What follows belongs to an exercise in optimizing a design on an open flow for small area, a short achievable clock period and few clock cycles per item; a production flow would make more cautious choices.
No functional check of the RTL was part of any run shown here.
No activity file was given, so power comes from the tool's default toggle rates.

$ cat config.mk
export PLATFORM = sky130hd
export DESIGN_NAME = tx_zc_phase_gen
export DESIGN_NICKNAME = tx_zc_phase_gen
export VERILOG_FILES = /design/flow/design.v
export SDC_FILE = /design/flow/constraint.sdc
export NUM_CORES = 4
export LEC_CHECK = 0
export CAP_MARGIN = 5
export CORE_MARGIN = 2
export CORE_UTILIZATION = 40
export CTS_BUF_LIST = sky130_fd_sc_hd__clkbuf_8
export CTS_CLUSTER_DIAMETER = 60
export CTS_CLUSTER_SIZE = 20
export SETUP_SLACK_MARGIN = 4.5
export SLEW_MARGIN = 5
export TNS_END_PERCENT = 10
$ cat constraint.sdc
create_clock -name core_clock -period 8.0 [get_ports {sys_clk}]
set_input_delay 1.6000 -clock core_clock [delete_from_list [all_inputs] [get_ports {sys_clk}]]
set_output_delay 1.6000 -clock core_clock [all_outputs]
set_load 0.01 [all_outputs]
$ cat design.v
package tx_zc_pkg;
    localparam int ZC_NZC_W_DEF = 12;
    localparam int ZC_OUT_W_DEF = 12;
    localparam int ZC_INV_W_DEF = 18;
    localparam int ZC_T_MULT = 24;
endpackage
module tx_zc_mul (
    input  logic        clk,
    input  logic        i_en,
    input  logic [16:0] i_th,
    input  logic [17:0] i_inv,
    output logic [11:0] o_y,
    output logic [16:0] o_p
);
    logic [18:0] thx;
    logic [8:0]  w_neg, w_one, w_two;
    logic [8:0]  neg, one, two;
    logic        r_dsgn;
    logic [18:0] pp0;
    logic [18:0] pp1;
    logic [18:0] pp2;
    logic [18:0] pp3;
    logic [18:0] pp4;
    logic [18:0] pp5;
    logic [18:0] pp6;
    logic [18:0] pp7;
    logic [18:0] pp8;
    logic [34:0] ra, rb;
    logic [34:6] r_a, r_b;
    logic        r_sgn, r_c6;
    logic [6:0]  w_l6;
    logic s1;
    logic c2;
    logic s3;
    logic c4;
    logic s5;
    logic c6;
    logic s7;
    logic c8;
    logic s9;
    logic c10;
    logic s11;
    logic c12;
    logic s13;
    logic c14;
    logic s15;
    logic c16;
    logic s17;
    logic c18;
    logic s19;
    logic c20;
    logic s21;
    logic c22;
    logic s23;
    logic c24;
    logic s25;
    logic c26;
    logic s27;
    logic c28;
    logic s29;
    logic c30;
    logic s31;
    logic c32;
    logic s33;
    logic c34;
    logic s35;
    logic c36;
    logic s37;
    logic c38;
    logic s39;
    logic c40;
    logic s41;
    logic c42;
    logic s43;
    logic c44;
    logic s45;
    logic c46;
    logic s47;
    logic c48;
    logic s49;
    logic c50;
    logic s51;
    logic c52;
    logic s53;
    logic c54;
    logic s55;
    logic c56;
    logic s57;
    logic c58;
    logic s59;
    logic c60;
    logic s61;
    logic c62;
    logic s63;
    logic c64;
    logic s65;
    logic c66;
    logic s67;
    logic c68;
    logic s69;
    logic c70;
    logic s71;
    logic c72;
    logic s73;
    logic c74;
    logic s75;
    logic c76;
    logic s77;
    logic c78;
    logic s79;
    logic c80;
    logic s81;
    logic c82;
    logic s83;
    logic c84;
    logic s85;
    logic c86;
    logic s87;
    logic c88;
    logic s89;
    logic c90;
    logic s91;
    logic c92;
    logic s93;
    logic c94;
    logic s95;
    logic c96;
    logic s97;
    logic c98;
    logic s99;
    logic c100;
    logic s101;
    logic c102;
    logic s103;
    logic c104;
    logic s105;
    logic c106;
    logic s107;
    logic c108;
    logic s109;
    logic c110;
    logic s111;
    logic c112;
    logic s113;
    logic c114;
    logic s115;
    logic c116;
    logic s117;
    logic c118;
    logic s119;
    logic c120;
    logic s121;
    logic c122;
    logic s123;
    logic c124;
    logic s125;
    logic c126;
    logic s127;
    logic c128;
    logic s129;
    logic c130;
    logic s131;
    logic c132;
    logic s133;
    logic c134;
    logic s135;
    logic c136;
    logic s137;
    logic c138;
    logic s139;
    logic c140;
    logic s141;
    logic c142;
    logic s143;
    logic c144;
    logic s145;
    logic c146;
    logic s147;
    logic c148;
    logic s149;
    logic c150;
    logic s151;
    logic c152;
    logic s153;
    logic c154;
    logic s155;
    logic c156;
    logic s157;
    logic c158;
    logic s159;
    logic c160;
    logic s161;
    logic c162;
    logic s163;
    logic c164;
    logic s165;
    logic c166;
    logic s167;
    logic c168;
    logic s169;
    logic c170;
    logic s171;
    logic c172;
    logic s173;
    logic c174;
    logic s175;
    logic c176;
    logic s177;
    logic c178;
    logic s179;
    logic c180;
    logic s181;
    logic c182;
    logic s183;
    logic c184;
    logic s185;
    logic c186;
    logic s187;
    logic c188;
    logic s189;
    logic c190;
    logic s191;
    logic c192;
    logic s193;
    logic c194;
    logic s195;
    logic c196;
    logic s197;
    logic c198;
    logic s199;
    logic c200;
    logic s201;
    logic c202;
    logic s203;
    logic c204;
    logic s205;
    logic c206;
    logic s207;
    logic c208;
    logic s209;
    logic c210;
    logic s211;
    logic c212;
    logic s213;
    logic c214;
    logic s215;
    logic c216;
    logic s217;
    logic c218;
    logic s219;
    logic c220;
    logic s221;
    logic c222;
    logic s223;
    logic c224;
    logic s225;
    logic c226;
    logic s227;
    logic c228;
    logic s229;
    logic c230;
    logic s231;
    logic c232;
    logic s233;
    logic c234;
    logic s235;
    logic c236;
    logic s237;
    logic c238;
    logic s239;
    logic c240;
    logic s241;
    logic c242;
    logic s243;
    logic c244;
    logic s245;
    logic c246;
    logic s247;
    logic c248;
    logic s249;
    logic c250;
    logic s251;
    logic c252;
    logic s253;
    logic c254;
    logic s255;
    logic c256;
    logic s257;
    logic c258;
    logic s259;
    logic c260;
    logic s261;
    logic c262;
    logic s263;
    logic c264;
    logic s265;
    logic c266;
    logic s267;
    logic c268;
    logic s269;
    logic c270;
    logic s271;
    logic c272;
    logic s273;
    logic c274;
    logic s275;
    logic c276;
    logic s277;
    logic c278;
    logic s279;
    logic c280;
    logic s281;
    logic c282;
    logic s283;
    logic c284;
    logic s285;
    logic c286;
    logic s287;
    logic c288;
    logic s289;
    logic c290;
    logic s291;
    logic c292;
    logic s293;
    logic c294;
    logic s295;
    logic c296;
    logic s297;
    logic c298;
    logic s299;
    logic c300;
    logic s301;
    logic c302;
    logic s303;
    logic c304;
    logic s305;
    logic c306;
    assign thx = {i_th[16], i_th, 1'b0};
    always_comb begin
        for (int i = 0; i < 9; i++) begin
            w_neg[i] = thx[2*i+2] & ~(thx[2*i+1] & thx[2*i]);
            w_one[i] = thx[2*i+1] ^ thx[2*i];
            w_two[i] = (thx[2*i+2] & ~thx[2*i+1] & ~thx[2*i]) | (~thx[2*i+2] & thx[2*i+1] & thx[2*i]);
        end
    end
    always_ff @(posedge clk) begin
        if (i_en) begin
            neg    <= w_neg;
            one    <= w_one;
            two    <= w_two;
            r_dsgn <= i_th[16];
        end
    end
    assign pp0 = (({19{one[0]}} & {1'b0, i_inv}) | ({19{two[0]}} & {i_inv, 1'b0})) ^ {19{neg[0]}};
    assign pp1 = (({19{one[1]}} & {1'b0, i_inv}) | ({19{two[1]}} & {i_inv, 1'b0})) ^ {19{neg[1]}};
    assign pp2 = (({19{one[2]}} & {1'b0, i_inv}) | ({19{two[2]}} & {i_inv, 1'b0})) ^ {19{neg[2]}};
    assign pp3 = (({19{one[3]}} & {1'b0, i_inv}) | ({19{two[3]}} & {i_inv, 1'b0})) ^ {19{neg[3]}};
    assign pp4 = (({19{one[4]}} & {1'b0, i_inv}) | ({19{two[4]}} & {i_inv, 1'b0})) ^ {19{neg[4]}};
    assign pp5 = (({19{one[5]}} & {1'b0, i_inv}) | ({19{two[5]}} & {i_inv, 1'b0})) ^ {19{neg[5]}};
    assign pp6 = (({19{one[6]}} & {1'b0, i_inv}) | ({19{two[6]}} & {i_inv, 1'b0})) ^ {19{neg[6]}};
    assign pp7 = (({19{one[7]}} & {1'b0, i_inv}) | ({19{two[7]}} & {i_inv, 1'b0})) ^ {19{neg[7]}};
    assign pp8 = (({19{one[8]}} & {1'b0, i_inv}) | ({19{two[8]}} & {i_inv, 1'b0})) ^ {19{neg[8]}};
    assign s1 = pp0[16] ^ pp1[14];
    assign c2 = pp0[16] & pp1[14];
    assign s3 = pp0[17] ^ pp1[15];
    assign c4 = pp0[17] & pp1[15];
    assign s5 = pp0[18] ^ pp1[16];
    assign c6 = pp0[18] & pp1[16];
    assign s7 = pp1[17] ^ pp2[15];
    assign c8 = pp1[17] & pp2[15];
    assign s9 = pp1[18] ^ pp2[16];
    assign c10 = pp1[18] & pp2[16];
    assign s11 = ~neg[1] ^ pp2[17];
    assign c12 = ~neg[1] & pp2[17];
    assign s13 = pp0[10] ^ pp1[8];
    assign c14 = pp0[10] & pp1[8];
    assign s15 = pp0[11] ^ pp1[9];
    assign c16 = pp0[11] & pp1[9];
    assign s17 = pp0[12] ^ pp1[10] ^ pp2[8];
    assign c18 = (pp0[12] & pp1[10]) | (pp0[12] & pp2[8]) | (pp1[10] & pp2[8]);
    assign s19 = pp3[6] ^ pp4[4];
    assign c20 = pp3[6] & pp4[4];
    assign s21 = pp0[13] ^ pp1[11] ^ pp2[9];
    assign c22 = (pp0[13] & pp1[11]) | (pp0[13] & pp2[9]) | (pp1[11] & pp2[9]);
    assign s23 = pp3[7] ^ pp4[5];
    assign c24 = pp3[7] & pp4[5];
    assign s25 = pp0[14] ^ pp1[12] ^ pp2[10];
    assign c26 = (pp0[14] & pp1[12]) | (pp0[14] & pp2[10]) | (pp1[12] & pp2[10]);
    assign s27 = pp3[8] ^ pp4[6] ^ pp5[4];
    assign c28 = (pp3[8] & pp4[6]) | (pp3[8] & pp5[4]) | (pp4[6] & pp5[4]);
    assign s29 = pp6[2] ^ pp7[0];
    assign c30 = pp6[2] & pp7[0];
    assign s31 = pp0[15] ^ pp1[13] ^ pp2[11];
    assign c32 = (pp0[15] & pp1[13]) | (pp0[15] & pp2[11]) | (pp1[13] & pp2[11]);
    assign s33 = pp3[9] ^ pp4[7] ^ pp5[5];
    assign c34 = (pp3[9] & pp4[7]) | (pp3[9] & pp5[5]) | (pp4[7] & pp5[5]);
    assign s35 = pp6[3] ^ pp7[1];
    assign c36 = pp6[3] & pp7[1];
    assign s37 = pp2[12] ^ pp3[10] ^ pp4[8];
    assign c38 = (pp2[12] & pp3[10]) | (pp2[12] & pp4[8]) | (pp3[10] & pp4[8]);
    assign s39 = pp5[6] ^ pp6[4] ^ pp7[2];
    assign c40 = (pp5[6] & pp6[4]) | (pp5[6] & pp7[2]) | (pp6[4] & pp7[2]);
    assign s41 = pp8[0] ^ neg[8] ^ s1;
    assign c42 = (pp8[0] & neg[8]) | (pp8[0] & s1) | (neg[8] & s1);
    assign s43 = pp2[13] ^ pp3[11] ^ pp4[9];
    assign c44 = (pp2[13] & pp3[11]) | (pp2[13] & pp4[9]) | (pp3[11] & pp4[9]);
    assign s45 = pp5[7] ^ pp6[5] ^ pp7[3];
    assign c46 = (pp5[7] & pp6[5]) | (pp5[7] & pp7[3]) | (pp6[5] & pp7[3]);
    assign s47 = pp8[1] ^ s3 ^ c2;
    assign c48 = (pp8[1] & s3) | (pp8[1] & c2) | (s3 & c2);
    assign s49 = pp2[14] ^ pp3[12] ^ pp4[10];
    assign c50 = (pp2[14] & pp3[12]) | (pp2[14] & pp4[10]) | (pp3[12] & pp4[10]);
    assign s51 = pp5[8] ^ pp6[6] ^ pp7[4];
    assign c52 = (pp5[8] & pp6[6]) | (pp5[8] & pp7[4]) | (pp6[6] & pp7[4]);
    assign s53 = pp8[2] ^ s5 ^ c4;
    assign c54 = (pp8[2] & s5) | (pp8[2] & c4) | (s5 & c4);
    assign s55 = pp3[13] ^ pp4[11] ^ pp5[9];
    assign c56 = (pp3[13] & pp4[11]) | (pp3[13] & pp5[9]) | (pp4[11] & pp5[9]);
    assign s57 = pp6[7] ^ pp7[5] ^ pp8[3];
    assign c58 = (pp6[7] & pp7[5]) | (pp6[7] & pp8[3]) | (pp7[5] & pp8[3]);
    assign s59 = neg[0] ^ s7 ^ c6;
    assign c60 = (neg[0] & s7) | (neg[0] & c6) | (s7 & c6);
    assign s61 = pp3[14] ^ pp4[12] ^ pp5[10];
    assign c62 = (pp3[14] & pp4[12]) | (pp3[14] & pp5[10]) | (pp4[12] & pp5[10]);
    assign s63 = pp6[8] ^ pp7[6] ^ pp8[4];
    assign c64 = (pp6[8] & pp7[6]) | (pp6[8] & pp8[4]) | (pp7[6] & pp8[4]);
    assign s65 = neg[0] ^ s9 ^ c8;
    assign c66 = (neg[0] & s9) | (neg[0] & c8) | (s9 & c8);
    assign s67 = pp3[15] ^ pp4[13] ^ pp5[11];
    assign c68 = (pp3[15] & pp4[13]) | (pp3[15] & pp5[11]) | (pp4[13] & pp5[11]);
    assign s69 = pp6[9] ^ pp7[7] ^ pp8[5];
    assign c70 = (pp6[9] & pp7[7]) | (pp6[9] & pp8[5]) | (pp7[7] & pp8[5]);
    assign s71 = ~neg[0] ^ s11 ^ c10;
    assign c72 = (~neg[0] & s11) | (~neg[0] & c10) | (s11 & c10);
    assign s73 = pp2[18] ^ pp3[16] ^ pp4[14];
    assign c74 = (pp2[18] & pp3[16]) | (pp2[18] & pp4[14]) | (pp3[16] & pp4[14]);
    assign s75 = pp5[12] ^ pp6[10] ^ pp7[8];
    assign c76 = (pp5[12] & pp6[10]) | (pp5[12] & pp7[8]) | (pp6[10] & pp7[8]);
    assign s77 = ~(pp8[6] ^ c12);
    assign c78 = pp8[6] | c12;
    assign s79 = ~neg[2] ^ pp3[17] ^ pp4[15];
    assign c80 = (~neg[2] & pp3[17]) | (~neg[2] & pp4[15]) | (pp3[17] & pp4[15]);
    assign s81 = pp5[13] ^ pp6[11] ^ pp7[9];
    assign c82 = (pp5[13] & pp6[11]) | (pp5[13] & pp7[9]) | (pp6[11] & pp7[9]);
    assign s83 = pp3[18] ^ pp4[16] ^ pp5[14];
    assign c84 = (pp3[18] & pp4[16]) | (pp3[18] & pp5[14]) | (pp4[16] & pp5[14]);
    assign s85 = pp6[12] ^ pp7[10];
    assign c86 = pp6[12] & pp7[10];
    assign s87 = ~neg[3] ^ pp4[17] ^ pp5[15];
    assign c88 = (~neg[3] & pp4[17]) | (~neg[3] & pp5[15]) | (pp4[17] & pp5[15]);
    assign s89 = pp4[18] ^ pp5[16];
    assign c90 = pp4[18] & pp5[16];
    assign s91 = pp0[6] ^ pp1[4];
    assign c92 = pp0[6] & pp1[4];
    assign s93 = pp0[7] ^ pp1[5];
    assign c94 = pp0[7] & pp1[5];
    assign s95 = pp0[8] ^ pp1[6] ^ pp2[4];
    assign c96 = (pp0[8] & pp1[6]) | (pp0[8] & pp2[4]) | (pp1[6] & pp2[4]);
    assign s97 = pp3[2] ^ pp4[0];
    assign c98 = pp3[2] & pp4[0];
    assign s99 = pp0[9] ^ pp1[7] ^ pp2[5];
    assign c100 = (pp0[9] & pp1[7]) | (pp0[9] & pp2[5]) | (pp1[7] & pp2[5]);
    assign s101 = pp3[3] ^ pp4[1];
    assign c102 = pp3[3] & pp4[1];
    assign s103 = pp2[6] ^ pp3[4] ^ pp4[2];
    assign c104 = (pp2[6] & pp3[4]) | (pp2[6] & pp4[2]) | (pp3[4] & pp4[2]);
    assign s105 = pp5[0] ^ neg[5] ^ s13;
    assign c106 = (pp5[0] & neg[5]) | (pp5[0] & s13) | (neg[5] & s13);
    assign s107 = pp2[7] ^ pp3[5] ^ pp4[3];
    assign c108 = (pp2[7] & pp3[5]) | (pp2[7] & pp4[3]) | (pp3[5] & pp4[3]);
    assign s109 = pp5[1] ^ s15 ^ c14;
    assign c110 = (pp5[1] & s15) | (pp5[1] & c14) | (s15 & c14);
    assign s111 = pp5[2] ^ pp6[0] ^ neg[6];
    assign c112 = (pp5[2] & pp6[0]) | (pp5[2] & neg[6]) | (pp6[0] & neg[6]);
    assign s113 = s17 ^ s19 ^ c16;
    assign c114 = (s17 & s19) | (s17 & c16) | (s19 & c16);
    assign s115 = pp5[3] ^ pp6[1] ^ s21;
    assign c116 = (pp5[3] & pp6[1]) | (pp5[3] & s21) | (pp6[1] & s21);
    assign s117 = s23 ^ c18 ^ c20;
    assign c118 = (s23 & c18) | (s23 & c20) | (c18 & c20);
    assign s119 = neg[7] ^ s25 ^ s27;
    assign c120 = (neg[7] & s25) | (neg[7] & s27) | (s25 & s27);
    assign s121 = s29 ^ c22 ^ c24;
    assign c122 = (s29 & c22) | (s29 & c24) | (c22 & c24);
    assign s123 = s31 ^ s33 ^ s35;
    assign c124 = (s31 & s33) | (s31 & s35) | (s33 & s35);
    assign s125 = c26 ^ c28 ^ c30;
    assign c126 = (c26 & c28) | (c26 & c30) | (c28 & c30);
    assign s127 = s37 ^ s39 ^ s41;
    assign c128 = (s37 & s39) | (s37 & s41) | (s39 & s41);
    assign s129 = c32 ^ c34 ^ c36;
    assign c130 = (c32 & c34) | (c32 & c36) | (c34 & c36);
    assign s131 = s43 ^ s45 ^ s47;
    assign c132 = (s43 & s45) | (s43 & s47) | (s45 & s47);
    assign s133 = c38 ^ c40 ^ c42;
    assign c134 = (c38 & c40) | (c38 & c42) | (c40 & c42);
    assign s135 = s49 ^ s51 ^ s53;
    assign c136 = (s49 & s51) | (s49 & s53) | (s51 & s53);
    assign s137 = c44 ^ c46 ^ c48;
    assign c138 = (c44 & c46) | (c44 & c48) | (c46 & c48);
    assign s139 = s55 ^ s57 ^ s59;
    assign c140 = (s55 & s57) | (s55 & s59) | (s57 & s59);
    assign s141 = c50 ^ c52 ^ c54;
    assign c142 = (c50 & c52) | (c50 & c54) | (c52 & c54);
    assign s143 = s61 ^ s63 ^ s65;
    assign c144 = (s61 & s63) | (s61 & s65) | (s63 & s65);
    assign s145 = c56 ^ c58 ^ c60;
    assign c146 = (c56 & c58) | (c56 & c60) | (c58 & c60);
    assign s147 = s67 ^ s69 ^ s71;
    assign c148 = (s67 & s69) | (s67 & s71) | (s69 & s71);
    assign s149 = c62 ^ c64 ^ c66;
    assign c150 = (c62 & c64) | (c62 & c66) | (c64 & c66);
    assign s151 = s73 ^ s75 ^ s77;
    assign c152 = (s73 & s75) | (s73 & s77) | (s75 & s77);
    assign s153 = c68 ^ c70 ^ c72;
    assign c154 = (c68 & c70) | (c68 & c72) | (c70 & c72);
    assign s155 = pp8[7] ^ s79 ^ s81;
    assign c156 = (pp8[7] & s79) | (pp8[7] & s81) | (s79 & s81);
    assign s157 = c74 ^ c76 ^ c78;
    assign c158 = (c74 & c76) | (c74 & c78) | (c76 & c78);
    assign s159 = ~(pp8[8] ^ s83);
    assign c160 = pp8[8] | s83;
    assign s161 = s85 ^ c80 ^ c82;
    assign c162 = (s85 & c80) | (s85 & c82) | (c80 & c82);
    assign s163 = pp6[13] ^ pp7[11] ^ pp8[9];
    assign c164 = (pp6[13] & pp7[11]) | (pp6[13] & pp8[9]) | (pp7[11] & pp8[9]);
    assign s165 = s87 ^ c84 ^ c86;
    assign c166 = (s87 & c84) | (s87 & c86) | (c84 & c86);
    assign s167 = pp6[14] ^ pp7[12] ^ pp8[10];
    assign c168 = (pp6[14] & pp7[12]) | (pp6[14] & pp8[10]) | (pp7[12] & pp8[10]);
    assign s169 = ~(s89 ^ c88);
    assign c170 = s89 | c88;
    assign s171 = ~neg[4] ^ pp5[17] ^ pp6[15];
    assign c172 = (~neg[4] & pp5[17]) | (~neg[4] & pp6[15]) | (pp5[17] & pp6[15]);
    assign s173 = pp7[13] ^ pp8[11] ^ c90;
    assign c174 = (pp7[13] & pp8[11]) | (pp7[13] & c90) | (pp8[11] & c90);
    assign s175 = pp5[18] ^ pp6[16] ^ pp7[14];
    assign c176 = (pp5[18] & pp6[16]) | (pp5[18] & pp7[14]) | (pp6[16] & pp7[14]);
    assign s177 = ~pp8[12];
    assign c178 = pp8[12];
    assign s179 = ~neg[5] ^ pp6[17] ^ pp7[15];
    assign c180 = (~neg[5] & pp6[17]) | (~neg[5] & pp7[15]) | (pp6[17] & pp7[15]);
    assign s181 = pp6[18] ^ pp7[16];
    assign c182 = pp6[18] & pp7[16];
    assign s183 = pp0[4] ^ pp1[2];
    assign c184 = pp0[4] & pp1[2];
    assign s185 = pp0[5] ^ pp1[3] ^ pp2[1];
    assign c186 = (pp0[5] & pp1[3]) | (pp0[5] & pp2[1]) | (pp1[3] & pp2[1]);
    assign s187 = pp2[2] ^ pp3[0] ^ neg[3];
    assign c188 = (pp2[2] & pp3[0]) | (pp2[2] & neg[3]) | (pp3[0] & neg[3]);
    assign s189 = pp2[3] ^ pp3[1] ^ s93;
    assign c190 = (pp2[3] & pp3[1]) | (pp2[3] & s93) | (pp3[1] & s93);
    assign s191 = neg[4] ^ s95 ^ s97;
    assign c192 = (neg[4] & s95) | (neg[4] & s97) | (s95 & s97);
    assign s193 = s99 ^ s101 ^ c96;
    assign c194 = (s99 & s101) | (s99 & c96) | (s101 & c96);
    assign s195 = s103 ^ s105 ^ c100;
    assign c196 = (s103 & s105) | (s103 & c100) | (s105 & c100);
    assign s197 = s107 ^ s109 ^ c104;
    assign c198 = (s107 & s109) | (s107 & c104) | (s109 & c104);
    assign s199 = s111 ^ s113 ^ c108;
    assign c200 = (s111 & s113) | (s111 & c108) | (s113 & c108);
    assign s201 = s115 ^ s117 ^ c112;
    assign c202 = (s115 & s117) | (s115 & c112) | (s117 & c112);
    assign s203 = s119 ^ s121 ^ c116;
    assign c204 = (s119 & s121) | (s119 & c116) | (s121 & c116);
    assign s205 = s123 ^ s125 ^ c120;
    assign c206 = (s123 & s125) | (s123 & c120) | (s125 & c120);
    assign s207 = s127 ^ s129 ^ c124;
    assign c208 = (s127 & s129) | (s127 & c124) | (s129 & c124);
    assign s209 = s131 ^ s133 ^ c128;
    assign c210 = (s131 & s133) | (s131 & c128) | (s133 & c128);
    assign s211 = s135 ^ s137 ^ c132;
    assign c212 = (s135 & s137) | (s135 & c132) | (s137 & c132);
    assign s213 = s139 ^ s141 ^ c136;
    assign c214 = (s139 & s141) | (s139 & c136) | (s141 & c136);
    assign s215 = s143 ^ s145 ^ c140;
    assign c216 = (s143 & s145) | (s143 & c140) | (s145 & c140);
    assign s217 = s147 ^ s149 ^ c144;
    assign c218 = (s147 & s149) | (s147 & c144) | (s149 & c144);
    assign s219 = s151 ^ s153 ^ c148;
    assign c220 = (s151 & s153) | (s151 & c148) | (s153 & c148);
    assign s221 = s155 ^ s157 ^ c152;
    assign c222 = (s155 & s157) | (s155 & c152) | (s157 & c152);
    assign s223 = s159 ^ s161 ^ c156;
    assign c224 = (s159 & s161) | (s159 & c156) | (s161 & c156);
    assign s225 = s163 ^ s165 ^ c160;
    assign c226 = (s163 & s165) | (s163 & c160) | (s165 & c160);
    assign s227 = s167 ^ s169 ^ c164;
    assign c228 = (s167 & s169) | (s167 & c164) | (s169 & c164);
    assign s229 = s171 ^ s173 ^ c168;
    assign c230 = (s171 & s173) | (s171 & c168) | (s173 & c168);
    assign s231 = s175 ^ s177 ^ c172;
    assign c232 = (s175 & s177) | (s175 & c172) | (s177 & c172);
    assign s233 = pp8[13] ^ s179 ^ c176;
    assign c234 = (pp8[13] & s179) | (pp8[13] & c176) | (s179 & c176);
    assign s235 = ~(pp8[14] ^ s181);
    assign c236 = pp8[14] | s181;
    assign s237 = ~neg[6] ^ pp7[17] ^ pp8[15];
    assign c238 = (~neg[6] & pp7[17]) | (~neg[6] & pp8[15]) | (pp7[17] & pp8[15]);
    assign s239 = pp7[18] ^ pp8[16];
    assign c240 = pp7[18] & pp8[16];
    assign s241 = pp0[2] ^ pp1[0];
    assign c242 = pp0[2] & pp1[0];
    assign s243 = pp0[3] ^ pp1[1];
    assign c244 = pp0[3] & pp1[1];
    assign s245 = pp2[0] ^ neg[2] ^ s183;
    assign c246 = (pp2[0] & neg[2]) | (pp2[0] & s183) | (neg[2] & s183);
    assign s247 = ~(s185 ^ c184);
    assign c248 = s185 | c184;
    assign s249 = s91 ^ s187 ^ c186;
    assign c250 = (s91 & s187) | (s91 & c186) | (s187 & c186);
    assign s251 = c92 ^ s189 ^ c188;
    assign c252 = (c92 & s189) | (c92 & c188) | (s189 & c188);
    assign s253 = c94 ^ s191 ^ c190;
    assign c254 = (c94 & s191) | (c94 & c190) | (s191 & c190);
    assign s255 = c98 ^ s193 ^ c192;
    assign c256 = (c98 & s193) | (c98 & c192) | (s193 & c192);
    assign s257 = c102 ^ s195 ^ c194;
    assign c258 = (c102 & s195) | (c102 & c194) | (s195 & c194);
    assign s259 = c106 ^ s197 ^ c196;
    assign c260 = (c106 & s197) | (c106 & c196) | (s197 & c196);
    assign s261 = c110 ^ s199 ^ c198;
    assign c262 = (c110 & s199) | (c110 & c198) | (s199 & c198);
    assign s263 = c114 ^ s201 ^ c200;
    assign c264 = (c114 & s201) | (c114 & c200) | (s201 & c200);
    assign s265 = c118 ^ s203 ^ c202;
    assign c266 = (c118 & s203) | (c118 & c202) | (s203 & c202);
    assign s267 = c122 ^ s205 ^ c204;
    assign c268 = (c122 & s205) | (c122 & c204) | (s205 & c204);
    assign s269 = c126 ^ s207 ^ c206;
    assign c270 = (c126 & s207) | (c126 & c206) | (s207 & c206);
    assign s271 = c130 ^ s209 ^ c208;
    assign c272 = (c130 & s209) | (c130 & c208) | (s209 & c208);
    assign s273 = c134 ^ s211 ^ c210;
    assign c274 = (c134 & s211) | (c134 & c210) | (s211 & c210);
    assign s275 = c138 ^ s213 ^ c212;
    assign c276 = (c138 & s213) | (c138 & c212) | (s213 & c212);
    assign s277 = c142 ^ s215 ^ c214;
    assign c278 = (c142 & s215) | (c142 & c214) | (s215 & c214);
    assign s279 = c146 ^ s217 ^ c216;
    assign c280 = (c146 & s217) | (c146 & c216) | (s217 & c216);
    assign s281 = c150 ^ s219 ^ c218;
    assign c282 = (c150 & s219) | (c150 & c218) | (s219 & c218);
    assign s283 = c154 ^ s221 ^ c220;
    assign c284 = (c154 & s221) | (c154 & c220) | (s221 & c220);
    assign s285 = c158 ^ s223 ^ c222;
    assign c286 = (c158 & s223) | (c158 & c222) | (s223 & c222);
    assign s287 = c162 ^ s225 ^ c224;
    assign c288 = (c162 & s225) | (c162 & c224) | (s225 & c224);
    assign s289 = c166 ^ s227 ^ c226;
    assign c290 = (c166 & s227) | (c166 & c226) | (s227 & c226);
    assign s291 = c170 ^ s229 ^ c228;
    assign c292 = (c170 & s229) | (c170 & c228) | (s229 & c228);
    assign s293 = c174 ^ s231 ^ c230;
    assign c294 = (c174 & s231) | (c174 & c230) | (s231 & c230);
    assign s295 = c178 ^ s233 ^ c232;
    assign c296 = (c178 & s233) | (c178 & c232) | (s233 & c232);
    assign s297 = c180 ^ s235 ^ c234;
    assign c298 = (c180 & s235) | (c180 & c234) | (s235 & c234);
    assign s299 = c182 ^ s237 ^ c236;
    assign c300 = (c182 & s237) | (c182 & c236) | (s237 & c236);
    assign s301 = ~(s239 ^ c238);
    assign c302 = s239 | c238;
    assign s303 = ~neg[7] ^ pp8[17] ^ c240;
    assign c304 = (~neg[7] & pp8[17]) | (~neg[7] & c240) | (pp8[17] & c240);
    assign s305 = ~pp8[18];
    assign c306 = pp8[18];
    assign ra[0] = pp0[0];
    assign rb[0] = neg[0];
    assign ra[1] = pp0[1];
    assign rb[1] = 1'b0;
    assign ra[2] = neg[1];
    assign rb[2] = s241;
    assign ra[3] = s243;
    assign rb[3] = c242;
    assign ra[4] = s245;
    assign rb[4] = c244;
    assign ra[5] = s247;
    assign rb[5] = c246;
    assign ra[6] = s249;
    assign rb[6] = c248;
    assign ra[7] = s251;
    assign rb[7] = c250;
    assign ra[8] = s253;
    assign rb[8] = c252;
    assign ra[9] = s255;
    assign rb[9] = c254;
    assign ra[10] = s257;
    assign rb[10] = c256;
    assign ra[11] = s259;
    assign rb[11] = c258;
    assign ra[12] = s261;
    assign rb[12] = c260;
    assign ra[13] = s263;
    assign rb[13] = c262;
    assign ra[14] = s265;
    assign rb[14] = c264;
    assign ra[15] = s267;
    assign rb[15] = c266;
    assign ra[16] = s269;
    assign rb[16] = c268;
    assign ra[17] = s271;
    assign rb[17] = c270;
    assign ra[18] = s273;
    assign rb[18] = c272;
    assign ra[19] = s275;
    assign rb[19] = c274;
    assign ra[20] = s277;
    assign rb[20] = c276;
    assign ra[21] = s279;
    assign rb[21] = c278;
    assign ra[22] = s281;
    assign rb[22] = c280;
    assign ra[23] = s283;
    assign rb[23] = c282;
    assign ra[24] = s285;
    assign rb[24] = c284;
    assign ra[25] = s287;
    assign rb[25] = c286;
    assign ra[26] = s289;
    assign rb[26] = c288;
    assign ra[27] = s291;
    assign rb[27] = c290;
    assign ra[28] = s293;
    assign rb[28] = c292;
    assign ra[29] = s295;
    assign rb[29] = c294;
    assign ra[30] = s297;
    assign rb[30] = c296;
    assign ra[31] = s299;
    assign rb[31] = c298;
    assign ra[32] = s301;
    assign rb[32] = c300;
    assign ra[33] = s303;
    assign rb[33] = c302;
    assign ra[34] = s305;
    assign rb[34] = c304;
    assign w_l6 = {1'b0, ra[5:0]} + {1'b0, rb[5:0]};
    always_ff @(posedge clk) begin
        if (i_en) begin
            r_a   <= ra[34:6];
            r_b   <= rb[34:6];
            r_sgn <= r_dsgn;
            r_c6  <= w_l6[6];
        end
    end
    logic [22:6] w_lo;
    logic [17:0] w_sum;
    assign w_sum = {r_a[22:6], r_c6} + {r_b[22:6], r_c6};
    assign w_lo  = w_sum[17:1];
    assign o_p  = w_lo[22:6];
    logic [34:17] w_p, w_o, w_g;
    logic         w_z0, w_z1;
    assign w_p   = r_a[34:17] ^ r_b[34:17];
    assign w_o   = r_a[34:17] | r_b[34:17];
    assign w_g   = r_a[34:17] & r_b[34:17];
    assign w_z0  = !w_lo[17] && (w_o[33:17] == w_p[34:18]);
    assign w_z1  = w_lo[17] && (w_g[33:17] == ~w_p[34:18]);
    assign o_y   = (w_z0 || w_z1) ? w_lo[17:6] : (r_sgn ? 12'h800 : 12'h7ff);
endmodule
module tx_zc_phase_gen #(
    parameter int NZC_W  = tx_zc_pkg::ZC_NZC_W_DEF,
    parameter int OUT_W  = tx_zc_pkg::ZC_OUT_W_DEF,
    parameter int INV_W  = tx_zc_pkg::ZC_INV_W_DEF,
    parameter int PH_W   = NZC_W + 5
) (
    input  logic             sys_clk,
    input  logic             rst,
    input  logic             start,
    input  logic             abort,
    input  logic [NZC_W-1:0] zc_N_zc,
    input  logic [NZC_W-1:0] zc_len,
    input  logic [NZC_W-1:0] zc_start_index,
    input  logic [PH_W-1:0]  zc_Q,
    input  logic [PH_W-1:0]  zc_P,
    input  logic [INV_W-1:0] zc_inv_T,
    input  logic             theta_ready,
    output logic             theta_valid,
    output logic [OUT_W-1:0] theta_data,
    output logic             theta_last,
    output logic             busy,
    output logic             cfg_err
);
    logic        r_busy, r_pend;
    logic        r_ck_n3, r_ck_lnz;             
    logic [2:0]  r_ck_sl;                       
    logic [2:0]  r_ck_q, r_ck_p;                
    logic        r_ph_q2b;   
    logic        r_ph_e0;    
    logic        r_ph_run;   
    logic        r_ph_w1;    
    logic        r_ph_w2;    
    logic        r_ph_w3;    
    logic        r_s1_valid, r_s1_last, r_s2_valid, r_s2_last, r_out_valid, r_out_last;
    logic [11:0] r_out_data;
    logic [11:0] r_nzc;          
    logic [13:0] r_nt3;          
    logic [16:0] r_q;            
    logic [16:0] r_p;            
    logic [17:0] r_inv;          
    logic [11:0] r_rem;          
    logic [11:0] r_skip;         
    logic [11:0]        r_mc;    
    logic               r_wrap;  
    logic signed [16:0] r_th;    
    logic [16:0]        r_e;     
    logic [4:0]         r_z;     
    logic [4:0]         r_pm;    
    logic [13:0] w_3n;
    logic [14:0] w_qc_a, w_qc_b, w_qc_s, w_qc_c;
    logic [14:0] w_pc_s, w_pc_c;
    logic [8:0]  w_qc_lo, w_pc_lo;
    logic [6:0]  w_qc_h0, w_qc_h1, w_pc_h0, w_pc_h1;
    logic        w_idle;
    logic [15:0] w_q2_a, w_q2_b, w_q2_s, w_q2_c, w_q2x;
    logic        w_cfg_ok, w_accept, w_adv, w_step, w_done, w_last_step;
    logic [16:0] w_t;
    logic [16:0] w_q2;
    logic [18:0] w_tha, w_thb, w_tnx, w_hnx, w_ths, w_s1, w_c1, w_ths_m, w_s2, w_c2, w_thc;
    logic [16:0] w_th_nxt;
    logic        w_wrap_nxt;
    logic [16:0] w_ea;
    logic [18:0] w_eq, w_tx, w_ed, w_s3, w_c3, w_edt;
    logic [16:0] w_e_nxt;
    logic [1:0]  w_p3;
    logic [4:0]  w_pm;
    logic [3:0]  w_zl_s;
    logic [4:0]  w_z_nxt, w_zth5;
    logic [16:0] w_zth;
    logic [17:0] r_mul_b;        
    logic [11:0] w_sat;
    logic [16:0] w_prod;
    logic        w_th_ld;
    logic [16:0] w_th_d;
    assign w_qc_a   = {3'b000, zc_N_zc};
    assign w_qc_b   = ~{1'b0, zc_N_zc, 2'b00};
    assign w_qc_s   = w_qc_a ^ w_qc_b ^ {1'b0, zc_Q[16:3]};
    assign w_qc_c   = {(w_qc_a[13:0] & w_qc_b[13:0]) | ((w_qc_a[13:0] | w_qc_b[13:0]) & zc_Q[16:3]), 1'b1};
    assign w_pc_s   = w_qc_a ^ w_qc_b ^ {1'b0, zc_P[16:3]};
    assign w_pc_c   = {(w_qc_a[13:0] & w_qc_b[13:0]) | ((w_qc_a[13:0] | w_qc_b[13:0]) & zc_P[16:3]), 1'b1};
    assign w_qc_lo  = {1'b0, w_qc_s[7:0]} + {1'b0, w_qc_c[7:0]};
    assign w_qc_h0  = w_qc_s[14:8] + w_qc_c[14:8];
    assign w_qc_h1  = w_qc_s[14:8] + w_qc_c[14:8] + 7'd1;
    assign w_pc_lo  = {1'b0, w_pc_s[7:0]} + {1'b0, w_pc_c[7:0]};
    assign w_pc_h0  = w_pc_s[14:8] + w_pc_c[14:8];
    assign w_pc_h1  = w_pc_s[14:8] + w_pc_c[14:8] + 7'd1;
    assign w_cfg_ok = r_ck_n3 && r_ck_lnz &&
                      (r_ck_sl[2] || (r_ck_sl[1] && r_ck_sl[0])) &&
                      (r_ck_q[2] ? r_ck_q[1] : r_ck_q[0]) &&
                      (r_ck_p[2] ? r_ck_p[1] : r_ck_p[0]);
    assign w_accept = r_pend && w_cfg_ok;
    assign w_idle   = !r_busy && !w_accept;
    assign w_adv       = !(r_out_valid && !theta_ready);
    assign w_step      = w_adv && r_ph_run;
    assign w_last_step = (r_rem == 12'd1);
    assign w_done      = r_out_valid && r_out_last && theta_ready;
    assign w_t    = ~{r_nt3, 3'b111};
    assign w_3n    = 14'(r_nzc) + {1'b0, r_nzc, 1'b0};
    assign w_q2_a  = {4'b0000, r_nzc};
    assign w_q2_b  = ~{2'b00, r_nzc, 2'b00};
    assign w_q2_s  = w_q2_a ^ w_q2_b ^ {1'b0, r_q[16:2]};
    assign w_q2_c  = {(w_q2_a[14:0] & w_q2_b[14:0]) | ((w_q2_a[14:0] | w_q2_b[14:0]) & r_q[16:2]), 1'b1};
    assign w_q2x   = w_q2_s + w_q2_c;
    assign w_q2    = r_e[15] ? {r_q[15:0], 1'b0} : {r_e[13:0], r_q[1:0], 1'b0};
    assign w_tha  = {r_th[16], r_th[16], r_th};
    assign w_thb  = {2'b00, r_e};
    assign w_tnx  = {2'b11, r_nt3, 3'b111};
    assign w_hnx  = {3'b111, r_nt3, 2'b11};
    assign w_ths  = w_tha + w_thb;
    assign w_s1   = w_tha ^ w_thb ^ w_tnx;
    assign w_c1   = {(w_tha[17:0] & w_thb[17:0]) | (w_tha[17:0] & w_tnx[17:0]) | (w_thb[17:0] & w_tnx[17:0]), 1'b1};
    assign w_ths_m = w_s1 + w_c1;
    assign w_s2   = w_tha ^ w_thb ^ w_hnx;
    assign w_c2   = {(w_tha[17:0] & w_thb[17:0]) | (w_tha[17:0] & w_hnx[17:0]) | (w_thb[17:0] & w_hnx[17:0]), 1'b1};
    assign w_thc  = w_s2 + w_c2;
    assign w_th_nxt = w_thc[18] ? w_ths[16:0] : w_ths_m[16:0];
    assign w_ea   = r_e;
    assign w_eq   = {2'b11, r_q};
    assign w_tx   = {2'b00, w_t};
    assign w_ed   = {2'b00, w_ea} + w_eq + 19'd1;
    assign w_s3   = {2'b00, w_ea} ^ w_eq ^ w_tx;
    assign w_c3   = {({1'b0, w_ea} & w_eq[17:0]) | ({1'b0, w_ea} & w_tx[17:0]) | (w_eq[17:0] & w_tx[17:0]), 1'b1};
    assign w_edt  = w_s3 + w_c3;
    assign w_e_nxt = w_ed[18] ? w_edt[16:0] : w_ed[16:0];
    function automatic logic [1:0] add3(input logic [1:0] a, input logic [1:0] b);
        case ({a, b})
            4'b0000: add3 = 2'd0;  4'b0001: add3 = 2'd1;  4'b0010: add3 = 2'd2;
            4'b0100: add3 = 2'd1;  4'b0101: add3 = 2'd2;  4'b0110: add3 = 2'd0;
            4'b1000: add3 = 2'd2;  4'b1001: add3 = 2'd0;  4'b1010: add3 = 2'd1;
            default: add3 = 2'd0;
        endcase
    endfunction
    function automatic logic [1:0] red3(input logic [1:0] g);
        red3 = {g[1] & ~g[0], g[0] & ~g[1]};
    endfunction
    always_comb begin
        logic [1:0] r0, r1, r2, r3, r4, r5, r6;
        r0 = red3(r_p[4:3]);   r1 = red3(r_p[6:5]);   r2 = red3(r_p[8:7]);
        r3 = red3(r_p[10:9]);  r4 = red3(r_p[12:11]); r5 = red3(r_p[14:13]);
        r6 = red3(r_p[16:15]);
        w_p3 = add3(add3(add3(r0, r1), add3(r2, r3)), add3(add3(r4, r5), r6));
    end
    assign w_pm = {w_p3, r_p[2:0]};
    assign w_zl_s  = {1'b0, r_z[2:0]} + {1'b0, r_pm[2:0]};
    assign w_z_nxt = {add3(add3(r_z[4:3], r_pm[4:3]), {1'b0, w_zl_s[3]}), w_zl_s[2:0]};
    assign w_zth5  = (r_z[4:3] == 2'd2) ? {2'b11, r_z[2:0]} :
                     (r_z[4:3] == 2'd1 && r_z[2]) ? {2'b10, r_z[2:0]} : {1'b0, r_z[3], r_z[2:0]};
    assign w_zth   = {{12{w_zth5[4]}}, w_zth5};
    always_comb begin
        if (r_pend)       w_th_d = '0;
        else if (r_ph_w3) w_th_d = w_prod;
        else if (r_wrap)  w_th_d = w_zth;
        else              w_th_d = w_th_nxt;
    end
    assign w_th_ld = r_pend || (w_adv && (r_ph_run || r_ph_w3));
    always_ff @(posedge sys_clk) begin
        r_mul_b <= ((r_ph_w1 && w_adv) || (r_ph_w2 && !w_adv)) ? {r_nzc, 6'b000000} : r_inv;
    end
    tx_zc_mul u_mul (.clk(sys_clk), .i_en(w_adv), .i_th(r_th), .i_inv(r_mul_b),
                     .o_y(w_sat), .o_p(w_prod));
    assign w_wrap_nxt = r_pend ? 1'b0 : (w_step ? (!r_wrap && r_mc == 12'd2) : r_wrap);
    always_ff @(posedge sys_clk) begin
        if (rst || abort) begin
            r_busy      <= 1'b0;
            r_pend      <= 1'b0;
            r_ph_q2b    <= 1'b0;
            r_ph_e0     <= 1'b0;
            r_ph_run    <= 1'b0;
            r_ph_w1     <= 1'b0;
            r_ph_w2     <= 1'b0;
            r_ph_w3     <= 1'b0;
            r_s1_valid  <= 1'b0;
            r_s1_last   <= 1'b0;
            r_s2_valid  <= 1'b0;
            r_s2_last   <= 1'b0;
            r_out_valid <= 1'b0;
            r_out_last  <= 1'b0;
        end else begin
            r_pend   <= w_idle && start;
            r_ph_q2b <= w_accept;
            if (w_accept) begin
                r_busy <= 1'b1;
            end else if (r_busy) begin
                if (w_done) r_busy <= 1'b0;
                r_ph_e0  <= r_ph_q2b;
                if (r_ph_e0) r_ph_run <= 1'b1;
                if (w_adv) begin
                    if (r_ph_run && (w_last_step || r_wrap)) r_ph_run <= 1'b0;
                    r_ph_w1 <= r_ph_run && !w_last_step && r_wrap;
                    r_ph_w2 <= r_ph_w1;
                    r_ph_w3 <= r_ph_w2;
                    if (r_ph_w3) r_ph_run <= 1'b1;
                end
            end
            if (w_adv) begin
                r_s1_valid  <= w_step && (r_skip == '0);
                r_s1_last   <= w_last_step;
                r_s2_valid  <= r_s1_valid;
                r_s2_last   <= r_s1_last;
                r_out_valid <= r_s2_valid;
                r_out_last  <= r_s2_last;
            end
        end
    end
    always_ff @(posedge sys_clk) begin
        if (w_idle) begin
            r_nzc  <= zc_N_zc;
            r_q    <= zc_Q;
            r_p    <= zc_P;
            r_inv  <= zc_inv_T;
            r_rem  <= zc_len;
            r_skip <= zc_start_index;
        end else begin
            if (r_ph_q2b) r_q   <= ~w_q2;
            if (r_ph_e0)  r_p   <= w_e_nxt;
            if (w_step) begin
                r_rem <= r_rem - 12'd1;
                if (r_skip != '0) r_skip <= r_skip - 12'd1;
            end
        end
    end
    always_ff @(posedge sys_clk) begin
        if (w_th_ld) begin
            r_th <= w_th_d;
        end
        r_wrap <= w_wrap_nxt;
        r_ck_n3  <= (zc_N_zc[11:2] != '0) || (zc_N_zc[1:0] == 2'd3);
        r_ck_lnz <= (zc_len != '0);
        r_ck_sl  <= {zc_start_index[11:6] < zc_len[11:6], zc_start_index[11:6] == zc_len[11:6],
                     zc_start_index[5:0] < zc_len[5:0]};
        r_ck_q   <= {w_qc_lo[8], w_qc_h1[6], w_qc_h0[6]};
        r_ck_p   <= {w_pc_lo[8], w_pc_h1[6], w_pc_h0[6]};
        if (r_pend) begin
            r_nt3  <= ~w_3n;
            r_mc   <= r_nzc;
            r_pm   <= w_pm;
            r_z    <= w_pm;
        end
        if (r_pend) begin
            r_e <= {1'b0, w_q2x};
        end
        if (r_ph_q2b) begin
            r_e <= r_p;
        end
        if (r_ph_e0) begin
            r_e <= w_e_nxt;
        end
        if (w_step) begin
            r_e <= r_wrap ? r_p : w_e_nxt;
            if (r_wrap) begin
                r_z    <= w_z_nxt;
                r_mc   <= r_nzc;
            end else begin
                r_mc   <= r_mc - 12'd1;
            end
        end
        if (w_adv) begin
            r_out_data <= w_sat;
        end
    end
    assign theta_valid = r_out_valid;
    assign theta_data  = r_out_data;
    assign theta_last  = r_out_last;
    assign busy        = r_busy || w_accept;
    assign cfg_err     = r_pend && !w_cfg_ok;
endmodule
$ cat flow/run.sh
#!/bin/bash
# The standard layout, with the ports buffered by buf_1 cells instead of the
# default choice of buffer cell.
set -euo pipefail
export BUFFER_PORTS_ARGS="-buffer_cell sky130_fd_sc_hd__buf_1"
bash standard.sh > standard.log 2>&1
$ cat standard.sh
#!/bin/bash
# synth_recipe.tcl (not shown) runs the flow's synth.tcl, then flattens the netlist and writes it again
# the make line also repeats each setting of config.mk as NAME=value (left out here)
make -C /OpenROAD-flow-scripts/flow DESIGN_CONFIG=/design/flow/config.mk WORK_HOME=/design/flow/orfs CLKGATE_MAP_FILE= SYNTH_SCRIPT=/design/flow/synth_recipe.tcl "${@:-finish}"
==> reports/results.ini, run 1 <==
[status]
status=finished clean

[floorplanning]
core-area_um2=69800
io_pins=109
die_h_um=269
rows=97
dieArea_um2=72500
die_w_um=269
start_util_pct=40.3

[synthesis]
syn_nets=3446
ys_types=80
ys_seq_elements=301
synth_flop_cell=edfxtp_1
synth.avg_cell_area_um2=9.73
synth_async_sr_flop_share_pct=0
synth_edf_count=252
ys_warn_count=2
synth-seq-area-share_pct=30.4
syn_area_um2=28100
syn-instance-count=2891

[cells_and_area]
final_nets=3621
syn2layout_area_growth_pct=13.8
final_area_um2=32000
drive_gt1_share_pct=11.9

[sta]
tightest_slew_ns=1.12
hold_viol_final=0
tns_ns=0
skew_ns=0.0563
slew_headroom_pct=25.1
max_freq_ghz=0.279
period_share_pct=44.8
fin_crit_ns=3.58
rsz0062_at_grt=true
slew_violations=0
setup_viol=0

[critical_path]
worst_ep_required_time_ns=8.48
timing.critical_path.to_type=register
cp-start-kind=register
cp_max_fo=4
critical_path_class=register to register
r2r_start=r_nzc[0]$_DFFE_PP_
cp-startpoint=r_nzc[0]$_DFFE_PP_
arrival_ns=4.06

[place]
hpwlAfterDp_mm=57.3
place_area_um2=29400
io_buffer_count=108
place_congestion=0.901

[clock_tree]
htree_levels=2
cts_made_buffers=37
cts.clk_slew.worst_paths_ns=0.11
cts_root_buf=clkbuf_8
cts_buffer_depth=3
cts_tree=yes
cts.sinks=301
ctsHoldBuffers=0
clk-insertion-delay-late_ns=0.65

[global_routing]
overflow=0
grt_pass1_wl_mm=121
antenna_found_initial=2
grt_use_total_pct=21.2
grt_max_degree=66
grt_pass1_vias=21600

[drt]
drc=0
dr.pass1.iters=6
wirelength_mm=77.8
routedWlPerCell_um=19.3
viasPerCell=5.31
drt_iter0_drc=1501
dr_total_vias=21400
detail-route-antenna-nets=0

[min_path]
worstHoldPathType=register to register
worstHoldStart=r_inv[5]$_DFFE_PP_

[pwr]
power_density_nw_per_um2=334
ir_drop_uv=253
p_total_mw=10.7
leakage_nw=14.0

[flow_run]
max-cap-violations=0

==> worst paths after layout <==
path | slack [ns] | depth (start not counted) | end
setup / recovery | 4.42 | 13 | r_e[14]$_DFFE_PP_
setup reg to reg | 4.42 | 13 | r_e[14]$_DFFE_PP_
hold / removal | 0.45 | 1 | r_mul_b[5]$_SDFF_PP0_
hold reg to reg | 0.45 | 1 | r_mul_b[5]$_SDFF_PP0_
==> what timing repair did <==
item	4_1_cts	5_1_grt
resized for setup	63	70
setup endpoints to repair	113	80
pin swaps	12	23
gates cloned	4	2
setup buffers	88	50
==> cell usage after synthesis (all sizes together), types with 9 or more instances <==
library cell,count,area [um2]
ha,259,3240
fa,203,4060
buf,17,90.1
and2,12,75.1
dfxtp,49,981
a211oi,29,228
o21bai,16,120
or2,10,62.6
clkbuf,119,447
nor4,24,156
xnor2,232,2030
nor2,129,484
nand4,10,62.6
a21oi,122,618
edfxtp,252,7570
a21o,40,300
mux2i,47,470
mux2,9,105
or3,10,62.6
a22oi,149,1120
xor2,97,850
a31oi,15,93.8
nand2b,23,144
inv,450,1690
nor3,33,170
nand2,194,728
nor2b,31,194
o21ai,150,751
o21a,27,203
nand3,31,155
==> layout by cell type (no fill, tap or decap), types with 12 or more instances in the layout <==
cell type  Yosys  final
a211oi_1      27     25
a21o_1        40     39
a21oi_1      120    114
a22oi_1      149    146
a31oi_1       15     14
buf_1         10    105
buf_12         0     12
buf_4          2    143
clkbuf_8       0     37
dfxtp_1       49     30
dfxtp_2        0     15
edfxtp_1     252    252
fa_1         203    198
ha_1         259    242
inv_1        448    435
inv_2          2     16
mux2i_1       47     45
nand2_1      194    194
nand2b_1      23     22
nand3_1       31     31
nor2_1       129    128
nor2b_1       31     30
nor3_1        32     31
nor4_1        23     20
o21a_1        27     27
o21ai_0      145    132
o21ai_1        5     13
o21bai_1      16     15
xnor2_1      232    230
xor2_1        97     97
==> flip-flops by register name, summed over array words and instances, names as in the netlist, 17 cells and up <==
name,flops
u_mul.r_a,29
u_mul.r_b,29
r_inv,18
r_mul_b,18
r_e,17
r_p,17
r_q,17
r_th,17
==> critical path: stages (launching register included) <==
cell and delay (ns):
edfxtp_1 0.53, buf_4 0.20, fa_1 0.55, inv_1 0.07, ha_4 0.23, a21oi_1 0.12
nor2b_1 0.08, o31a_1 0.29, o41ai_4 0.40, o21ai_2 0.12, o22ai_2 0.16, nor2b_1 0.09
or4_1 0.47, nand3_1 0.09
==> report_power, final <==
group / internal, mW / switching [mW] / total [mW]
logic: 2.94 / 3.80 / 6.74
registers: 2.40 / 0.296 / 2.70
clock network: 0.551 / 0.719 / 1.27
total: 5.90 / 4.81 / 10.7
==> logic make-up (layout without fill, tap and decap cells) <==
family,count (synthesis),in the layout,synth area share [%]
muxes,56,56,2.05
adders and majority gates,462,462,26.0
and+or+nand+nor,534,534,8.90
AOI/OAI and AO/OA,621,625,14.5
xor gates and xnor gates,329,329,10.2
DFF,301,301,30.4
other,0,1,0
buffers and inverters,588,788,7.94
==> metrics by stage <==
step           worst slack [ns]  cells  utilization [%]  hold slack [ns]
6_report                   4.42   4036             45.9            0.449
5_1_grt                    4.32   4036             45.9            0.482
4_1_cts                    4.43   3983             44.8            0.450
3_5_place_dp               3.28   3823             42.1            0.429
3_3_place_gp               3.32   3823             42.1            0.426
2_1_floorplan              4.43   2891                -            0.400
==> final cells by class <==
cell class                      instances  area, um2
Timing Repair inverter                  1       8.76
Fill cell                            6643      37800
Sequential cell                       301       8580
Timing Repair Buffer                  267       1800
Inverter                              452       1720
Clock inverter                         31        323
Tap cell                              940       1180
Clock buffer                           37        509
Antenna cell                            1       2.50
Multi-Input combinational cell       2006      17900
==> routing by layer <==
metal | GRT usage, % | vias to the layer above | wire length (um)
met4 | 7.60 | 0 | 3120
met5 | 0 | - | 0
met1 | 27.8 | 10300 | 33300
li1 | - | 10200 | -
met2 | 35.8 | 743 | 36400
met3 | 3.06 | 169 | 4920
==> run 2, diff against run 1 <==
--- a/design.v
+++ b/design.v
@@ -786,7 +786,6 @@
     logic        r_ck_n3, r_ck_lnz;             
     logic [2:0]  r_ck_sl;                       
     logic [2:0]  r_ck_q, r_ck_p;                
-    logic        r_ph_q2b;   
     logic        r_ph_e0;    
     logic        r_ph_run;   
     logic        r_ph_w1;    
@@ -795,7 +794,7 @@
     logic        r_s1_valid, r_s1_last, r_s2_valid, r_s2_last, r_out_valid, r_out_last;
     logic [11:0] r_out_data;
     logic [11:0] r_nzc;          
-    logic [13:0] r_nt3;          
+    logic [13:0] r_t3;           
     logic [16:0] r_q;            
     logic [16:0] r_p;            
     logic [17:0] r_inv;          
@@ -803,6 +802,7 @@
     logic [11:0] r_skip;         
     logic [11:0]        r_mc;    
     logic               r_wrap;  
+    logic               r_usep;  
     logic signed [16:0] r_th;    
     logic [16:0]        r_e;     
     logic [4:0]         r_z;     
@@ -815,11 +815,11 @@
     logic        w_idle;
     logic [15:0] w_q2_a, w_q2_b, w_q2_s, w_q2_c, w_q2x;
     logic        w_cfg_ok, w_accept, w_adv, w_step, w_done, w_last_step;
-    logic [16:0] w_t;
+    logic [16:0] w_t, w_half;
     logic [16:0] w_q2;
     logic [18:0] w_tha, w_thb, w_tnx, w_hnx, w_ths, w_s1, w_c1, w_ths_m, w_s2, w_c2, w_thc;
     logic [16:0] w_th_nxt;
-    logic        w_wrap_nxt;
+    logic        w_wrap_nxt, w_e0_nxt;
     logic [16:0] w_ea;
     logic [18:0] w_eq, w_tx, w_ed, w_s3, w_c3, w_edt;
     logic [16:0] w_e_nxt;
@@ -855,18 +855,19 @@
     assign w_step      = w_adv && r_ph_run;
     assign w_last_step = (r_rem == 12'd1);
     assign w_done      = r_out_valid && r_out_last && theta_ready;
-    assign w_t    = ~{r_nt3, 3'b111};
+    assign w_t    = {r_t3, 3'b000};
+    assign w_half = {1'b0, r_t3, 2'b00};
     assign w_3n    = 14'(r_nzc) + {1'b0, r_nzc, 1'b0};
     assign w_q2_a  = {4'b0000, r_nzc};
     assign w_q2_b  = ~{2'b00, r_nzc, 2'b00};
     assign w_q2_s  = w_q2_a ^ w_q2_b ^ {1'b0, r_q[16:2]};
     assign w_q2_c  = {(w_q2_a[14:0] & w_q2_b[14:0]) | ((w_q2_a[14:0] | w_q2_b[14:0]) & r_q[16:2]), 1'b1};
     assign w_q2x   = w_q2_s + w_q2_c;
-    assign w_q2    = r_e[15] ? {r_q[15:0], 1'b0} : {r_e[13:0], r_q[1:0], 1'b0};
+    assign w_q2    = w_q2x[15] ? {r_q[15:0], 1'b0} : {w_q2x[13:0], r_q[1:0], 1'b0};
     assign w_tha  = {r_th[16], r_th[16], r_th};
     assign w_thb  = {2'b00, r_e};
-    assign w_tnx  = {2'b11, r_nt3, 3'b111};
-    assign w_hnx  = {3'b111, r_nt3, 2'b11};
+    assign w_tnx  = ~{2'b00, w_t};
+    assign w_hnx  = ~{2'b00, w_half};
     assign w_ths  = w_tha + w_thb;
     assign w_s1   = w_tha ^ w_thb ^ w_tnx;
     assign w_c1   = {(w_tha[17:0] & w_thb[17:0]) | (w_tha[17:0] & w_tnx[17:0]) | (w_thb[17:0] & w_tnx[17:0]), 1'b1};
@@ -875,10 +876,10 @@
     assign w_c2   = {(w_tha[17:0] & w_thb[17:0]) | (w_tha[17:0] & w_hnx[17:0]) | (w_thb[17:0] & w_hnx[17:0]), 1'b1};
     assign w_thc  = w_s2 + w_c2;
     assign w_th_nxt = w_thc[18] ? w_ths[16:0] : w_ths_m[16:0];
-    assign w_ea   = r_e;
-    assign w_eq   = {2'b11, r_q};
+    assign w_ea   = r_usep ? r_p : r_e;
+    assign w_eq   = ~{2'b00, r_q};
     assign w_tx   = {2'b00, w_t};
-    assign w_ed   = {2'b00, w_ea} + w_eq + 19'd1;
+    assign w_ed   = {2'b00, w_ea} - {2'b00, r_q};
     assign w_s3   = {2'b00, w_ea} ^ w_eq ^ w_tx;
     assign w_c3   = {({1'b0, w_ea} & w_eq[17:0]) | ({1'b0, w_ea} & w_tx[17:0]) | (w_eq[17:0] & w_tx[17:0]), 1'b1};
     assign w_edt  = w_s3 + w_c3;
@@ -919,12 +920,12 @@
     end
     tx_zc_mul u_mul (.clk(sys_clk), .i_en(w_adv), .i_th(r_th), .i_inv(r_mul_b),
                      .o_y(w_sat), .o_p(w_prod));
+    assign w_e0_nxt   = !rst && !abort && w_accept;
     assign w_wrap_nxt = r_pend ? 1'b0 : (w_step ? (!r_wrap && r_mc == 12'd2) : r_wrap);
     always_ff @(posedge sys_clk) begin
         if (rst || abort) begin
             r_busy      <= 1'b0;
             r_pend      <= 1'b0;
-            r_ph_q2b    <= 1'b0;
             r_ph_e0     <= 1'b0;
             r_ph_run    <= 1'b0;
             r_ph_w1     <= 1'b0;
@@ -937,13 +938,12 @@
             r_out_valid <= 1'b0;
             r_out_last  <= 1'b0;
         end else begin
-            r_pend   <= w_idle && start;
-            r_ph_q2b <= w_accept;
+            r_pend  <= w_idle && start;
+            r_ph_e0 <= w_accept;
             if (w_accept) begin
                 r_busy <= 1'b1;
             end else if (r_busy) begin
                 if (w_done) r_busy <= 1'b0;
-                r_ph_e0  <= r_ph_q2b;
                 if (r_ph_e0) r_ph_run <= 1'b1;
                 if (w_adv) begin
                     if (r_ph_run && (w_last_step || r_wrap)) r_ph_run <= 1'b0;
@@ -972,8 +972,7 @@
             r_rem  <= zc_len;
             r_skip <= zc_start_index;
         end else begin
-            if (r_ph_q2b) r_q   <= ~w_q2;
-            if (r_ph_e0)  r_p   <= w_e_nxt;
+            if (r_pend) r_q <= w_q2;
             if (w_step) begin
                 r_rem <= r_rem - 12'd1;
                 if (r_skip != '0) r_skip <= r_skip - 12'd1;
@@ -984,30 +983,25 @@
         if (w_th_ld) begin
             r_th <= w_th_d;
         end
-        r_wrap <= w_wrap_nxt;
+        r_t3   <= w_3n;
         r_ck_n3  <= (zc_N_zc[11:2] != '0) || (zc_N_zc[1:0] == 2'd3);
         r_ck_lnz <= (zc_len != '0);
         r_ck_sl  <= {zc_start_index[11:6] < zc_len[11:6], zc_start_index[11:6] == zc_len[11:6],
                      zc_start_index[5:0] < zc_len[5:0]};
         r_ck_q   <= {w_qc_lo[8], w_qc_h1[6], w_qc_h0[6]};
         r_ck_p   <= {w_pc_lo[8], w_pc_h1[6], w_pc_h0[6]};
+        r_wrap <= w_wrap_nxt;
+        r_usep <= w_e0_nxt || w_wrap_nxt;
         if (r_pend) begin
-            r_nt3  <= ~w_3n;
             r_mc   <= r_nzc;
             r_pm   <= w_pm;
             r_z    <= w_pm;
         end
-        if (r_pend) begin
-            r_e <= {1'b0, w_q2x};
-        end
-        if (r_ph_q2b) begin
-            r_e <= r_p;
-        end
         if (r_ph_e0) begin
             r_e <= w_e_nxt;
         end
         if (w_step) begin
-            r_e <= r_wrap ? r_p : w_e_nxt;
+            r_e <= w_e_nxt;
             if (r_wrap) begin
                 r_z    <= w_z_nxt;
                 r_mc   <= r_nzc;
==> reports/results.ini, run 2 <==
[status]
status=finished clean

[synthesis]
ys_types=79  ; -1.3%
synth.most_common_cell=inv_1
synth_edf_count=238  ; -5.6%
yosysTopAreaCellShare_pct=25.3  ; -1.6 points
netlist_top_cells_area=edfxtp_1, fa_1, ha_1, inv_1, xnor2_1
ys_seq_elements=301  ; unchanged
synth-seq-area-share_pct=29.8  ; -0.62 points
synth.avg_cell_area_um2=9.64  ; -0.88%
synth_area_leader_cell=edfxtp_1
syn_area_um2=28200  ; +0.42%
syn-instance-count=2929  ; +1.3%
synth_common_cells=inv_1, ha_1, edfxtp_1, fa_1, xnor2_1
ys_warn_count=2  ; unchanged
syn_nets=3485  ; +1.1%
synth_flop_cell=edfxtp_1
synth_async_sr_flop_share_pct=0  ; unchanged

[global_routing]
overflow=0  ; unchanged
grt_pass1_wl_mm=115  ; -4.6%
antenna_found_initial=1  ; -1
grt_use_total_pct=19.9  ; -1.3 points
grt_pass1_vias=21100  ; -2.0%
grt_max_degree=62  ; -6.1%

[floorplanning]
die_h_um=270  ; +0.21%
start_util_pct=40.3  ; about the same
rows=97  ; unchanged
dieArea_um2=72800  ; +0.41%
die_w_um=270  ; +0.21%
core-area_um2=70000  ; +0.35%
io_pins=109  ; unchanged

[clock_tree]
cts.sinks=301  ; unchanged
clk-insertion-delay-late_ns=0.64  ; about the same
htree_levels=2  ; unchanged
cts_buffer_depth=3  ; unchanged
ctsHoldBuffers=0  ; unchanged
cts_tree=yes
cts.clk_slew.worst_paths_ns=0.10  ; about the same
cts_made_buffers=36  ; -2.7%
cts_root_buf=clkbuf_8

[drt]
dr_total_vias=21100  ; -1.8%
dr.pass1.iters=6  ; unchanged
detail-route-antenna-nets=0  ; unchanged
drc=0  ; unchanged
viasPerCell=5.21  ; -1.9%
drt_iter0_drc=1542  ; +2.7%
routedWlPerCell_um=18.1  ; -6.3%
wirelength_mm=73.0  ; -6.1%

[critical_path]
max_stage_delay_ns=0.60  ; +0.05 ns
critical_path_class=register to register
crit_path_cell_trace=buf_12, buf_12, a22oi_2, xnor2_1, ha_1, inv_2, fa_1, fa_2, fa_1, inv_1, fa_2
timing.critical_path.to_type=register
r2r_setup_slack_ns=4.46  ; +0.04 ns
crit_slowest_cell=fa_2
cp_top_family=adder cells
worst-path-buf-inv=4  ; +2
worst_ep_required_time_ns=8.37  ; -0.11 ns
arrival_ns=3.91  ; -0.15 ns
cp-start-kind=register
cp_max_fo=4  ; unchanged

[place]
place_congestion=0.864  ; -4.1%
placed_cells=3864  ; +1.1%
hpwlAfterDp_mm=55.1  ; -3.7%
io_buffer_count=108  ; unchanged
place_area_um2=29500  ; +0.36%
dp_slack_ns=3.20  ; -0.0730 ns

[cells_and_area]
final_cell_mix=inv_1, ha_1, edfxtp_1
multi_input_area_um2=17900  ; -0.20%
fin_cells=4042  ; +0.15%
top_regs=u_mul.r_a: 29 flops, u_mul.r_b: 29 flops
regArea_um2=8460  ; -1.4%
nFillCells=6809  ; +2.5%
final_nets=3630  ; +0.25%
final_area_um2=31900  ; -0.21%
utilization_pct=45.6  ; -0.26 points
drive_gt1_share_pct=10.6  ; -1.3 points
syn2layout_area_growth_pct=13.1
final_common_cell=inv_1

[sta]
setup_viol=0  ; unchanged
fin_crit_ns=3.54  ; -0.0415 ns
tns_ns=0  ; unchanged
slew_violations=0  ; unchanged
rsz0062_at_grt=true
tightest_slew_ns=1.28  ; +0.166 ns
slew_headroom_pct=14.2  ; -11 points
skew_ns=0.0587  ; +0.00236 ns
setup_slack_ns=4.46  ; +0.0415 ns
finalHoldWorstSlack_ns=0.447  ; -0.00258 ns
period_share_pct=44.3  ; -0.52 points
max_freq_ghz=0.282  ; +1.2%
hold_viol_final=0  ; unchanged

[pwr]
power_density_nw_per_um2=339  ; +1.3%
ir_drop_uv=181  ; -28%
leakage_nw=14.2  ; +1.4%
p_total_mw=10.8  ; +1.0%

[min_path]
worstHoldPathType=register to register

[flow_run]
max-cap-violations=0  ; unchanged

[run 2: worst reg2reg max path: cells and delay by family, from the launching register on]
| family | cells | cell delay, ns |
|---|---|---|
| XOR/XNOR | 1 | 0.16 |
| buffers and inverters | 4 | 0.42 |
| AO/OA/AOI/OAI | 1 | 0.15 |
| flip-flops | 1 | 0.42 |
| adder cells (fa/ha/maj) | 5 | 2.15 |
[run 2: logic make-up (layout without fill, tap and decap cells)]
| kind of cell | count (synthesis) | after routing | synth area share [%] |
|---|---|---|---|
| fa+ha+maj | 463 | 463 | 25.9 |
| buf+inv | 639 | 810 | 8.53 |
| xor+xnor | 316 | 316 | 9.82 |
| flops | 301 | 301 | 29.8 |
| compound gates | 577 | 577 | 13.8 |
| mux | 72 | 72 | 2.69 |
| simple gates | 561 | 562 | 9.50 |
| other cells | 0 | 1 | 0 |
[run 2: worst paths after layout]
path                                        startpoint                 endpoint  depth (start not counted)
worst min-delay path                r_inv[5]$_DFFE_PP_    r_mul_b[5]$_SDFF_PP0_                          1
worst min register to register      r_inv[5]$_DFFE_PP_    r_mul_b[5]$_SDFF_PP0_                          1
worst max register to register  u_mul.two[1]$_DFFE_PN_  u_mul.r_a[17]$_DFFE_PN_                         11
worst max-delay path            u_mul.two[1]$_DFFE_PN_  u_mul.r_a[17]$_DFFE_PN_                         11
[run 2: power by group]
group | leakage, nW | total (mW) | internal (mW) | switching (mW)
Clock | 0.437 | 1.28 | 0.566 | 0.714
Sequential | 2.99 | 2.70 | 2.41 | 0.283
Combinational | 10.7 | 6.84 | 2.98 | 3.86
[run 2: repair_timing]
action	CTS	global route
pin swaps	10	48
resized for setup	73	71
buffers inserted	47	60
cloned	4	1
setup endpoints to repair	198	89
[run 2: area by class of cell]
| class | instances | share of cell area [%] |
|---|---|---|
| clock inverter | 27 | 1.00 |
| inverter | 509 | 6.06 |
| timing repair inverter | 1 | 0.0274 |
| tap | 940 | 3.68 |
| multi-input combinational | 1990 | 55.9 |
| timing repair buffer | 235 | 5.21 |
| sequential | 301 | 26.5 |
| clock buffer | 38 | 1.64 |
| antenna | 1 | 0.00783 |
[run 2: metal layers]
| metal | vias up | share of wire, % | global-route usage, % |
|---|---|---|---|
| met5 | - | 0 | 0 |
| met4 | 0 | 3.1 | 6.17 |
| met3 | 121 | 4.3 | 2.48 |
| met2 | 521 | 49 | 34.3 |
| met1 | 10200 | 44 | 26.1 |
| li1 | 10200 | - | - |

-- port drivers added, routing unchanged --
In the flow no input, the clock included, has a driving cell. The finished layouts below were timed again as built, in two steps.
Step 1 sets driving cells, clkbuf_16 on the clock port and buf_2 on the other inputs (assumed; they add their load-dependent delay and slew).
Step 2 times the ports against the registers' clock, not the clock port: input delays grow and output delays shrink by t, the midpoint of the rising clock arrivals with the driver on.
Slacks: no drivers / after step 1 / after step 2; pairs: no drivers / after step 1.
run | t (ns) | setup slack, ns | worst data-port slew with drivers (ns)
run 1 | 0.673 | 4.415 / 4.415 / 3.878 | 0.05
run 2 | 0.671 | 4.457 / 4.457 / 3.944 | 0.07
After both steps setup and hold are still met in every run listed. The setup slack of run 1, which loses most, moves by 0.000 ns with the drivers and by -0.537 ns with both steps.
